Background: an optimization exercise with open tools, aiming at a short achievable clock period and few clock cycles per item. Do not read the settings as production practice. Only simulation tests tie the RTL to the original design; equivalence was not proved. Power and IR drop assume default switching activity.

==> run a <==
// pipeline_cpu
module pipeline_cpu (
    input  wire                 clock,
    input  wire                 arst_n,
    output cpu_pkg::word_t      address_imem,
    input  cpu_pkg::word_t      q_imem,
    output cpu_pkg::word_t      address_dmem,
    output cpu_pkg::word_t      data,
    output logic                wren,
    input  cpu_pkg::word_t      q_dmem,
    output logic                ctrl_write_enable,
    output cpu_pkg::reg_addr_t  ctrl_write_reg,
    output cpu_pkg::reg_addr_t  ctrl_read_reg_a,
    output cpu_pkg::reg_addr_t  ctrl_read_reg_b,
    output cpu_pkg::word_t      data_write_reg,
    input  cpu_pkg::word_t      data_read_reg_a,
    input  cpu_pkg::word_t      data_read_reg_b
);
clock: 8.5 ns
lec_check: 0
cap_margin: 20
core_margin: 2
core_utilization: 40
place_density: 0.6
setup_slack_margin: 5
slew_margin: 20
run.sh (not shown) runs the stock make flow with config.mk's settings and CLKGATE_MAP_FILE= SYNTH_SCRIPT=/design/flow/synth_recipe.tcl, a recipe that flattens the netlist after the stock synthesis.
==> inputs of run b, as changes to run a <==
--- a/flow/design.v
+++ b/flow/design.v
@@ -104,12 +104,18 @@
 );
     localparam logic [4:0] OP_ALU = 5'd0, OP_J = 5'd1, OP_BNE = 5'd2, OP_JAL = 5'd3,
                            OP_JR = 5'd4, OP_ADDI = 5'd5, OP_BLT = 5'd6, OP_SW = 5'd7,
                            OP_LW = 5'd8;
     logic [31:0] pc;
     logic [31:0] ras;           
+    localparam int BHT_BITS = 6;
+    logic [1:0]  bht [0:(1<<BHT_BITS)-1];
+    logic        fd_pred;
+    logic        dx_pred;
+    logic [BHT_BITS-1:0] dx_bidx;
+    logic [BHT_BITS-1:0] fd_bidx;
     logic        fd_valid;
     logic [31:0] fd_ir;
     logic [31:0] fd_pc1;
     logic [31:0] fd_jr_pred;
     logic [4:0]  fd_rb;
     logic [31:0] dx_a, dx_b, dx_sd;
@@ -130,28 +136,33 @@
     logic [4:0]  mw_rd;
     logic [31:0] pc_plus1;
     logic [4:0]  f_opc;
     logic        f_jump, f_jal, f_jr;
     logic [31:0] f_next;
     logic        f_br;
-    logic [17:0] f_lo;
     logic [14:0] hi_inc, hi_dec;
     logic [31:0] f_btarget;
     logic [4:0]  f_rb;
     assign address_imem = pc;
     assign pc_plus1     = pc + 32'd1;
     assign f_opc        = q_imem[31:27];
     assign f_jump       = (f_opc == OP_J) || (f_opc == OP_JAL);
     assign f_jal        = (f_opc == OP_JAL);
     assign f_jr         = (f_opc == OP_JR);
-    assign f_br         = ((f_opc == OP_BNE) || (f_opc == OP_BLT)) && (q_imem[16:0] != 17'd0);
-    assign f_lo         = {1'b0, pc_plus1[16:0]} + {1'b0, q_imem[16:0]};
+    logic f_bht;
+    assign f_bht        = bht[pc[BHT_BITS-1:0]][1];
+    assign f_br         = ((f_opc == OP_BNE) || (f_opc == OP_BLT)) && (q_imem[16:0] != 17'd0) && f_bht;
     assign hi_inc       = pc_plus1[31:17] + 15'd1;
     assign hi_dec       = pc_plus1[31:17] - 15'd1;
-    assign f_btarget    = {(f_lo[17] == q_imem[16]) ? pc_plus1[31:17] :
-                           f_lo[17] ? hi_inc : hi_dec, f_lo[16:0]};
+    branch_target u_branch_target (
+        .base   (pc_plus1),
+        .hi_inc (hi_inc),
+        .hi_dec (hi_dec),
+        .imm    (q_imem[16:0]),
+        .target (f_btarget)
+    );
     assign f_next       = f_jump ? {5'd0, q_imem[26:0]} :
                           f_jr   ? ras :
                           f_br   ? f_btarget : pc_plus1;
     assign f_rb = ((f_opc == OP_SW) || (f_opc == OP_BNE) || (f_opc == OP_JR) || (f_opc == OP_BLT))
                   ? q_imem[26:22] : q_imem[16:12];
     logic [4:0]  d_opc, d_rd, d_rs, d_rt, d_fn, d_dest;
@@ -207,13 +218,13 @@
                   ({32{dx_or}}  & (opa | opb)) |
                   ({32{dx_sll}} & shl) |
                   ({32{dx_sra}} & shr);
     assign ne      = (opa != opb);
     assign lt      = ($signed(opb) < $signed(opa));
     assign x_taken = dx_bne ? ne : lt;
-    assign x_mis   = (dx_br && !x_taken) ||
+    assign x_mis   = (dx_br && (x_taken != dx_pred)) ||
                      (dx_jr && (opb != dx_jr_pred));
     assign x_target = dx_jr ? opb : dx_alt;
     assign address_dmem = xm_o;
     assign wren         = xm_sw;
     assign data         = xm_dmfwd ? w_data : xm_sd;
     assign ctrl_write_enable = mw_wr;
@@ -224,12 +235,14 @@
             pc         <= '0;
             ras        <= '0;
             fd_valid   <= 1'b0;
             fd_ir      <= '0;
             fd_pc1     <= '0;
             fd_jr_pred <= '0;
+            fd_pred <= 1'b0; fd_bidx <= '0;
+            for (int i = 0; i < (1<<BHT_BITS); i++) bht[i] <= 2'd2;
             fd_rb      <= '0;
         end else begin
             if (x_mis) begin
                 pc       <= x_target;
                 fd_valid <= 1'b0;
             end else if (!stall) begin
@@ -237,14 +250,20 @@
                 fd_valid <= 1'b1;
             end
             if (!stall) begin
                 fd_ir      <= q_imem;
                 fd_pc1     <= pc_plus1;
                 fd_jr_pred <= ras;
+                fd_pred    <= f_bht;
+                fd_bidx    <= pc[BHT_BITS-1:0];
                 fd_rb      <= f_rb;
             end
+            if (dx_br) begin
+                if (x_taken && bht[dx_bidx] != 2'd3) bht[dx_bidx] <= bht[dx_bidx] + 2'd1;
+                if (!x_taken && bht[dx_bidx] != 2'd0) bht[dx_bidx] <= bht[dx_bidx] - 2'd1;
+            end
             if (!x_mis && !stall && f_jal)
                 ras <= pc_plus1;
         end
     end
     always_ff @(posedge clock or negedge arst_n) begin
         if (!arst_n) begin
@@ -253,12 +272,13 @@
             dx_s_m <= 1'b0; dx_s_w <= 1'b0;
             dx_add <= 1'b0; dx_sub <= 1'b0; dx_and <= 1'b0; dx_or <= 1'b0;
             dx_sll <= 1'b0; dx_sra <= 1'b0; dx_sh <= '0;
             dx_wr <= 1'b0; dx_lw <= 1'b0; dx_sw <= 1'b0; dx_dmfwd <= 1'b0; dx_rd <= '0;
             dx_br <= 1'b0; dx_bne <= 1'b0; dx_jr <= 1'b0;
             dx_alt <= '0; dx_jr_pred <= '0;
+            dx_pred <= 1'b0; dx_bidx <= '0;
         end else begin
             dx_a  <= d_jal ? fd_pc1 : data_read_reg_a;
             dx_b  <= d_use_imm ? d_imm : d_jal ? 32'd0 : data_read_reg_b;
             dx_sd <= data_read_reg_b;
             dx_a_m <= d_rd_rs && dx_wr && (dx_rd == d_rs);
             dx_a_w <= d_rd_rs && xm_wr && (xm_rd == d_rs);
@@ -273,13 +293,15 @@
             dx_or  <= d_alu && (d_fn == 5'd3);
             dx_sll <= d_alu && (d_fn == 5'd4);
             dx_sra <= d_alu && (d_fn == 5'd5);
             dx_sh  <= fd_ir[11:7];
             dx_rd  <= d_dest;
             dx_bne <= d_bne;
-            dx_alt <= fd_pc1;
+            dx_alt <= fd_pred ? fd_pc1 : (fd_pc1 + d_imm);
+            dx_pred <= fd_pred;
+            dx_bidx <= fd_bidx;
             dx_jr_pred <= fd_jr_pred;
             if (x_mis || stall) begin
                 dx_wr <= 1'b0; dx_lw <= 1'b0; dx_sw <= 1'b0; dx_br <= 1'b0; dx_jr <= 1'b0;
             end else begin
                 dx_wr <= d_wr; dx_lw <= d_lw; dx_sw <= d_sw; dx_br <= d_br; dx_jr <= d_jr;
             end
@@ -302,6 +324,19 @@
             mw_wr    <= xm_wr;
             mw_rd    <= xm_rd;
         end
     end
 endmodule
 `default_nettype wire
+module branch_target (
+    input  wire [31:0] base,
+    input  wire [14:0] hi_inc,
+    input  wire [14:0] hi_dec,
+    input  wire [16:0] imm,
+    output wire [31:0] target
+);
+    wire [17:0] lo;
+    assign lo     = {1'b0, base[16:0]} + {1'b0, imm};
+    assign target = {(lo[17] == imm[16]) ? base[31:17] :
+                     lo[17] ? hi_inc : hi_dec, lo[16:0]};
+endmodule
+`default_nettype wire
--- a/flow/config.mk
+++ b/flow/config.mk
@@ -8,6 +8,8 @@
 export CAP_MARGIN = 20
 export CORE_MARGIN = 2
 export CORE_UTILIZATION = 40
 export PLACE_DENSITY = 0.6
 export SETUP_SLACK_MARGIN = 5
 export SLEW_MARGIN = 20
+export SYNTH_HIERARCHICAL = 1
+export SYNTH_MINIMUM_KEEP_SIZE = 0
==> inputs of run c, as changes to run a <==
--- a/flow/design.v
+++ b/flow/design.v
@@ -115,13 +115,13 @@
     logic [31:0] dx_a, dx_b, dx_sd;
     logic        dx_a_m, dx_a_w, dx_b_m, dx_b_w, dx_s_m, dx_s_w;
     logic        dx_add, dx_sub, dx_and, dx_or, dx_sll, dx_sra;
     logic [4:0]  dx_sh;
     logic        dx_wr, dx_lw, dx_sw, dx_dmfwd;
     logic [4:0]  dx_rd;
-    logic        dx_br, dx_bne;
+    logic        dx_br, dx_bne, dx_pred;
     logic        dx_jr;
     logic [31:0] dx_alt;        
     logic [31:0] dx_jr_pred;
     logic [31:0] xm_o, xm_sd;
     logic        xm_wr, xm_lw, xm_sw, xm_dmfwd;
     logic [4:0]  xm_rd;
@@ -129,39 +129,28 @@
     logic        mw_wr;
     logic [4:0]  mw_rd;
     logic [31:0] pc_plus1;
     logic [4:0]  f_opc;
     logic        f_jump, f_jal, f_jr;
     logic [31:0] f_next;
-    logic        f_br;
-    logic [17:0] f_lo;
-    logic [14:0] hi_inc, hi_dec;
-    logic [31:0] f_btarget;
     logic [4:0]  f_rb;
     assign address_imem = pc;
     assign pc_plus1     = pc + 32'd1;
     assign f_opc        = q_imem[31:27];
     assign f_jump       = (f_opc == OP_J) || (f_opc == OP_JAL);
     assign f_jal        = (f_opc == OP_JAL);
     assign f_jr         = (f_opc == OP_JR);
-    assign f_br         = ((f_opc == OP_BNE) || (f_opc == OP_BLT)) && (q_imem[16:0] != 17'd0);
-    assign f_lo         = {1'b0, pc_plus1[16:0]} + {1'b0, q_imem[16:0]};
-    assign hi_inc       = pc_plus1[31:17] + 15'd1;
-    assign hi_dec       = pc_plus1[31:17] - 15'd1;
-    assign f_btarget    = {(f_lo[17] == q_imem[16]) ? pc_plus1[31:17] :
-                           f_lo[17] ? hi_inc : hi_dec, f_lo[16:0]};
     assign f_next       = f_jump ? {5'd0, q_imem[26:0]} :
-                          f_jr   ? ras :
-                          f_br   ? f_btarget : pc_plus1;
+                          f_jr   ? ras : pc_plus1;
     assign f_rb = ((f_opc == OP_SW) || (f_opc == OP_BNE) || (f_opc == OP_JR) || (f_opc == OP_BLT))
                   ? q_imem[26:22] : q_imem[16:12];
     logic [4:0]  d_opc, d_rd, d_rs, d_rt, d_fn, d_dest;
     logic        d_alu, d_addi, d_lw, d_sw, d_bne, d_blt, d_jal, d_jr;
     logic        d_rd_rs, d_rd_rt, d_rd_b, d_use_imm, d_wr;
-    logic [31:0] d_imm;
-    logic        d_br, stall;
+    logic [31:0] d_imm, d_btarget;
+    logic        d_br, d_pred, d_redirect, stall;
     logic [4:0]  d_bsrc;
     assign d_opc  = fd_ir[31:27];
     assign d_rd   = fd_ir[26:22];
     assign d_rs   = fd_ir[21:17];
     assign d_rt   = fd_ir[16:12];
     assign d_fn   = fd_ir[6:2];
@@ -184,13 +173,16 @@
     assign d_dest    = d_jal ? 5'd31 : d_rd;
     assign d_wr      = (d_alu || d_addi || d_lw || d_jal) && (d_dest != 5'd0);
     assign stall = dx_lw && (
                    (d_rd_rs && (d_rs == dx_rd)) ||
                    (d_rd_rt && (d_rt == dx_rd)) ||
                    (d_rd_b  && (d_rd == dx_rd)));
+    assign d_btarget  = fd_pc1 + d_imm;
     assign d_br       = (d_bne || d_blt) && (fd_ir[16:0] != 17'd0);
+    assign d_pred     = d_br;
+    assign d_redirect = d_pred && !stall;
     logic [31:0] w_data;
     logic [31:0] opa, opb, sd;
     logic [31:0] sum, diff, res, shl, shr;
     logic        ne, lt, x_taken, x_mis;
     logic [31:0] x_target;
     assign w_data = mw_data;
@@ -207,13 +199,13 @@
                   ({32{dx_or}}  & (opa | opb)) |
                   ({32{dx_sll}} & shl) |
                   ({32{dx_sra}} & shr);
     assign ne      = (opa != opb);
     assign lt      = ($signed(opb) < $signed(opa));
     assign x_taken = dx_bne ? ne : lt;
-    assign x_mis   = (dx_br && !x_taken) ||
+    assign x_mis   = (dx_br && (x_taken != dx_pred)) ||
                      (dx_jr && (opb != dx_jr_pred));
     assign x_target = dx_jr ? opb : dx_alt;
     assign address_dmem = xm_o;
     assign wren         = xm_sw;
     assign data         = xm_dmfwd ? w_data : xm_sd;
     assign ctrl_write_enable = mw_wr;
@@ -229,35 +221,38 @@
             fd_jr_pred <= '0;
             fd_rb      <= '0;
         end else begin
             if (x_mis) begin
                 pc       <= x_target;
                 fd_valid <= 1'b0;
+            end else if (d_redirect) begin
+                pc       <= d_btarget;
+                fd_valid <= 1'b0;
             end else if (!stall) begin
                 pc       <= f_next;
                 fd_valid <= 1'b1;
             end
             if (!stall) begin
                 fd_ir      <= q_imem;
                 fd_pc1     <= pc_plus1;
                 fd_jr_pred <= ras;
                 fd_rb      <= f_rb;
             end
-            if (!x_mis && !stall && f_jal)
+            if (!x_mis && !d_redirect && !stall && f_jal)
                 ras <= pc_plus1;
         end
     end
     always_ff @(posedge clock or negedge arst_n) begin
         if (!arst_n) begin
             dx_a <= '0; dx_b <= '0; dx_sd <= '0;
             dx_a_m <= 1'b0; dx_a_w <= 1'b0; dx_b_m <= 1'b0; dx_b_w <= 1'b0;
             dx_s_m <= 1'b0; dx_s_w <= 1'b0;
             dx_add <= 1'b0; dx_sub <= 1'b0; dx_and <= 1'b0; dx_or <= 1'b0;
             dx_sll <= 1'b0; dx_sra <= 1'b0; dx_sh <= '0;
             dx_wr <= 1'b0; dx_lw <= 1'b0; dx_sw <= 1'b0; dx_dmfwd <= 1'b0; dx_rd <= '0;
-            dx_br <= 1'b0; dx_bne <= 1'b0; dx_jr <= 1'b0;
+            dx_br <= 1'b0; dx_bne <= 1'b0; dx_pred <= 1'b0; dx_jr <= 1'b0;
             dx_alt <= '0; dx_jr_pred <= '0;
         end else begin
             dx_a  <= d_jal ? fd_pc1 : data_read_reg_a;
             dx_b  <= d_use_imm ? d_imm : d_jal ? 32'd0 : data_read_reg_b;
             dx_sd <= data_read_reg_b;
             dx_a_m <= d_rd_rs && dx_wr && (dx_rd == d_rs);
@@ -273,13 +268,14 @@
             dx_or  <= d_alu && (d_fn == 5'd3);
             dx_sll <= d_alu && (d_fn == 5'd4);
             dx_sra <= d_alu && (d_fn == 5'd5);
             dx_sh  <= fd_ir[11:7];
             dx_rd  <= d_dest;
             dx_bne <= d_bne;
-            dx_alt <= fd_pc1;
+            dx_pred <= d_pred;
+            dx_alt <= d_pred ? fd_pc1 : d_btarget;
             dx_jr_pred <= fd_jr_pred;
             if (x_mis || stall) begin
                 dx_wr <= 1'b0; dx_lw <= 1'b0; dx_sw <= 1'b0; dx_br <= 1'b0; dx_jr <= 1'b0;
             end else begin
                 dx_wr <= d_wr; dx_lw <= d_lw; dx_sw <= d_sw; dx_br <= d_br; dx_jr <= d_jr;
             end
--- a/flow/config.mk
+++ b/flow/config.mk
@@ -6,8 +6,7 @@
 export NUM_CORES = 4
 export LEC_CHECK = 0
 export CAP_MARGIN = 20
 export CORE_MARGIN = 2
 export CORE_UTILIZATION = 40
 export PLACE_DENSITY = 0.6
-export SETUP_SLACK_MARGIN = 5
 export SLEW_MARGIN = 20
==> impl_metrics.xml <==
<?xml version="1.0" encoding="UTF-8"?>
<metrics>
  <group name="status">
    <metric name="outcome" unit="">timing/DRC/antenna clean</metric>
  </group>
  <group name="clocking">
    <metric name="htree_levels" unit="">2</metric>
  </group>
  <group name="pwr">
    <metric name="net-switching-power" unit="mW">3.686</metric>
    <metric name="p_clk" unit="mW">2.50</metric>
  </group>
  <group name="cells_and_area">
    <metric name="layout.nets" unit="">4092</metric>
  </group>
  <group name="floorplanning">
    <metric name="die_area" unit="um2">80730</metric>
    <metric name="row_count" unit="">102</metric>
  </group>
  <group name="worst_setup_path">
    <metric name="cp_data_arrival_time" unit="ns">5.61</metric>
    <metric name="cp_num_buf_inv" unit="">2</metric>
    <metric name="type_of_the_worst_setup_path" unit="">primary input to flop</metric>
    <metric name="worstReg2RegEnd" unit="">pc[26]$_DFFE_PN0P_</metric>
  </group>
  <group name="sta">
    <metric name="rsz_0062_raised_after_global_routing" unit="">true</metric>
    <metric name="post-route-min-period" unit="ns">5.069</metric>
  </group>
  <group name="grt">
    <metric name="grt_use_met1" unit="">0.4540</metric>
    <metric name="groute.layer.met3.usage" unit="">0.05811</metric>
  </group>
  <group name="logic_synthesis">
    <metric name="synth_cells" unit="">3301</metric>
    <metric name="post_synth.cell_area_avg" unit="um2">9.509</metric>
  </group>
</metrics>
(the above is from run a)
==> impl_metrics.xml <==
<?xml version="1.0" encoding="UTF-8"?>
<metrics>
  <group name="worst_setup_path">
    <metric name="cp_data_arrival_time" unit="ns">5.10</metric>
    <metric name="cp_num_buf_inv" unit="">3</metric>
    <metric name="worstReg2RegEnd" unit="">xm_o[30]$_DFF_PN0_</metric>
    <metric name="type_of_the_worst_setup_path" unit="">flop to flop</metric>
  </group>
  <group name="logic_synthesis">
    <metric name="synth_cells" unit="">4568</metric>
    <metric name="post_synth.cell_area_avg" unit="um2">9.147</metric>
  </group>
  <group name="floorplanning">
    <metric name="die_area" unit="um2">107100</metric>
    <metric name="core_region_area" unit="um2">103500</metric>
  </group>
  <group name="clocking">
    <metric name="htree_levels" unit="">3</metric>
  </group>
  <group name="cells_and_area">
    <metric name="synthToLayoutAreaGrowth" unit="%">30.07</metric>
    <metric name="buffers" unit="">613</metric>
  </group>
  <group name="pwr">
    <metric name="net-switching-power" unit="mW">5.880</metric>
    <metric name="p_clk" unit="mW">3.16</metric>
  </group>
  <group name="sta">
    <metric name="post-route-min-period" unit="ns">4.581</metric>
    <metric name="rsz_0062_raised_after_global_routing" unit="">true</metric>
  </group>
  <group name="status">
    <metric name="outcome" unit="">timing/DRC/antenna clean</metric>
  </group>
  <group name="grt">
    <metric name="grt_use_met1" unit="">0.5056</metric>
  </group>
</metrics>
(the above is from run b)
==> impl_metrics.xml <==
<?xml version="1.0" encoding="UTF-8"?>
<metrics>
  <group name="status">
    <metric name="outcome" unit="">timing/DRC/antenna clean</metric>
  </group>
  <group name="clocking">
    <metric name="htree_levels" unit="">2</metric>
  </group>
  <group name="pwr">
    <metric name="p_clk" unit="mW">2.69</metric>
  </group>
  <group name="worst_setup_path">
    <metric name="type_of_the_worst_setup_path" unit="">flop to flop</metric>
  </group>
  <group name="floorplanning">
    <metric name="die_area" unit="um2">79610</metric>
  </group>
  <group name="logic_synthesis">
    <metric name="post_synth.cell_area_avg" unit="um2">9.012</metric>
  </group>
  <group name="sta">
    <metric name="post-route-min-period" unit="ns">6.151</metric>
    <metric name="rsz_0062_raised_after_global_routing" unit="">false</metric>
  </group>
  <group name="grt">
    <metric name="groute.layer.met3.usage" unit="">0.05394</metric>
  </group>
  <group name="cells_and_area">
    <metric name="layout.nets" unit="">3899</metric>
  </group>
</metrics>
(the above is from run c)
Testbench counts of run a, summed over its fixed seeds: cycles 10,374, instrs 9,364.
Testbench counts of run b, summed over its fixed seeds: cycles 10,170, instrs 9,364.
Testbench counts of run c, summed over its fixed seeds: cycles 11,461, instrs 9,364.

-- what the ideal ports hide --
The results above use ideal ports. As a check the final layouts listed here were re-extracted and re-timed, cells and wires unchanged.
Step 1 (the two cells are an assumption about what drives the block):
set clk [get_ports {clock}]
set_driving_cell -lib_cell sky130_fd_sc_hd__clkbuf_16 $clk
set_driving_cell -lib_cell sky130_fd_sc_hd__buf_2 [delete_from_list [all_inputs] $clk]
Step 2 moves the port delays by t, midway between the first and last clock arrival at a register: inputs arrive t later, outputs are due t later. That takes back most of the time a late clock gives input paths.
Slacks: ideal ports / drivers / drivers and shift; pairs: ideal ports / drivers.
run	t (ns)	setup slack, ns	worst setup path at the end	worst register clock-pin slew, ns	pins driven straight from the clock port
run a	0.700	3.431 / 3.440 / 2.767	input to register	0.07 / 0.07	1
run b	0.745	3.919 / 3.919 / 3.459	input to register	0.07 / 0.07	1
run c	0.680	2.349 / 2.349 / 2.349	register to register	0.07 / 0.07	1
After both steps every run listed still meets setup and hold. The setup slack of run a, which loses most, moves by +0.009 ns with the drivers and by -0.664 ns with both steps.
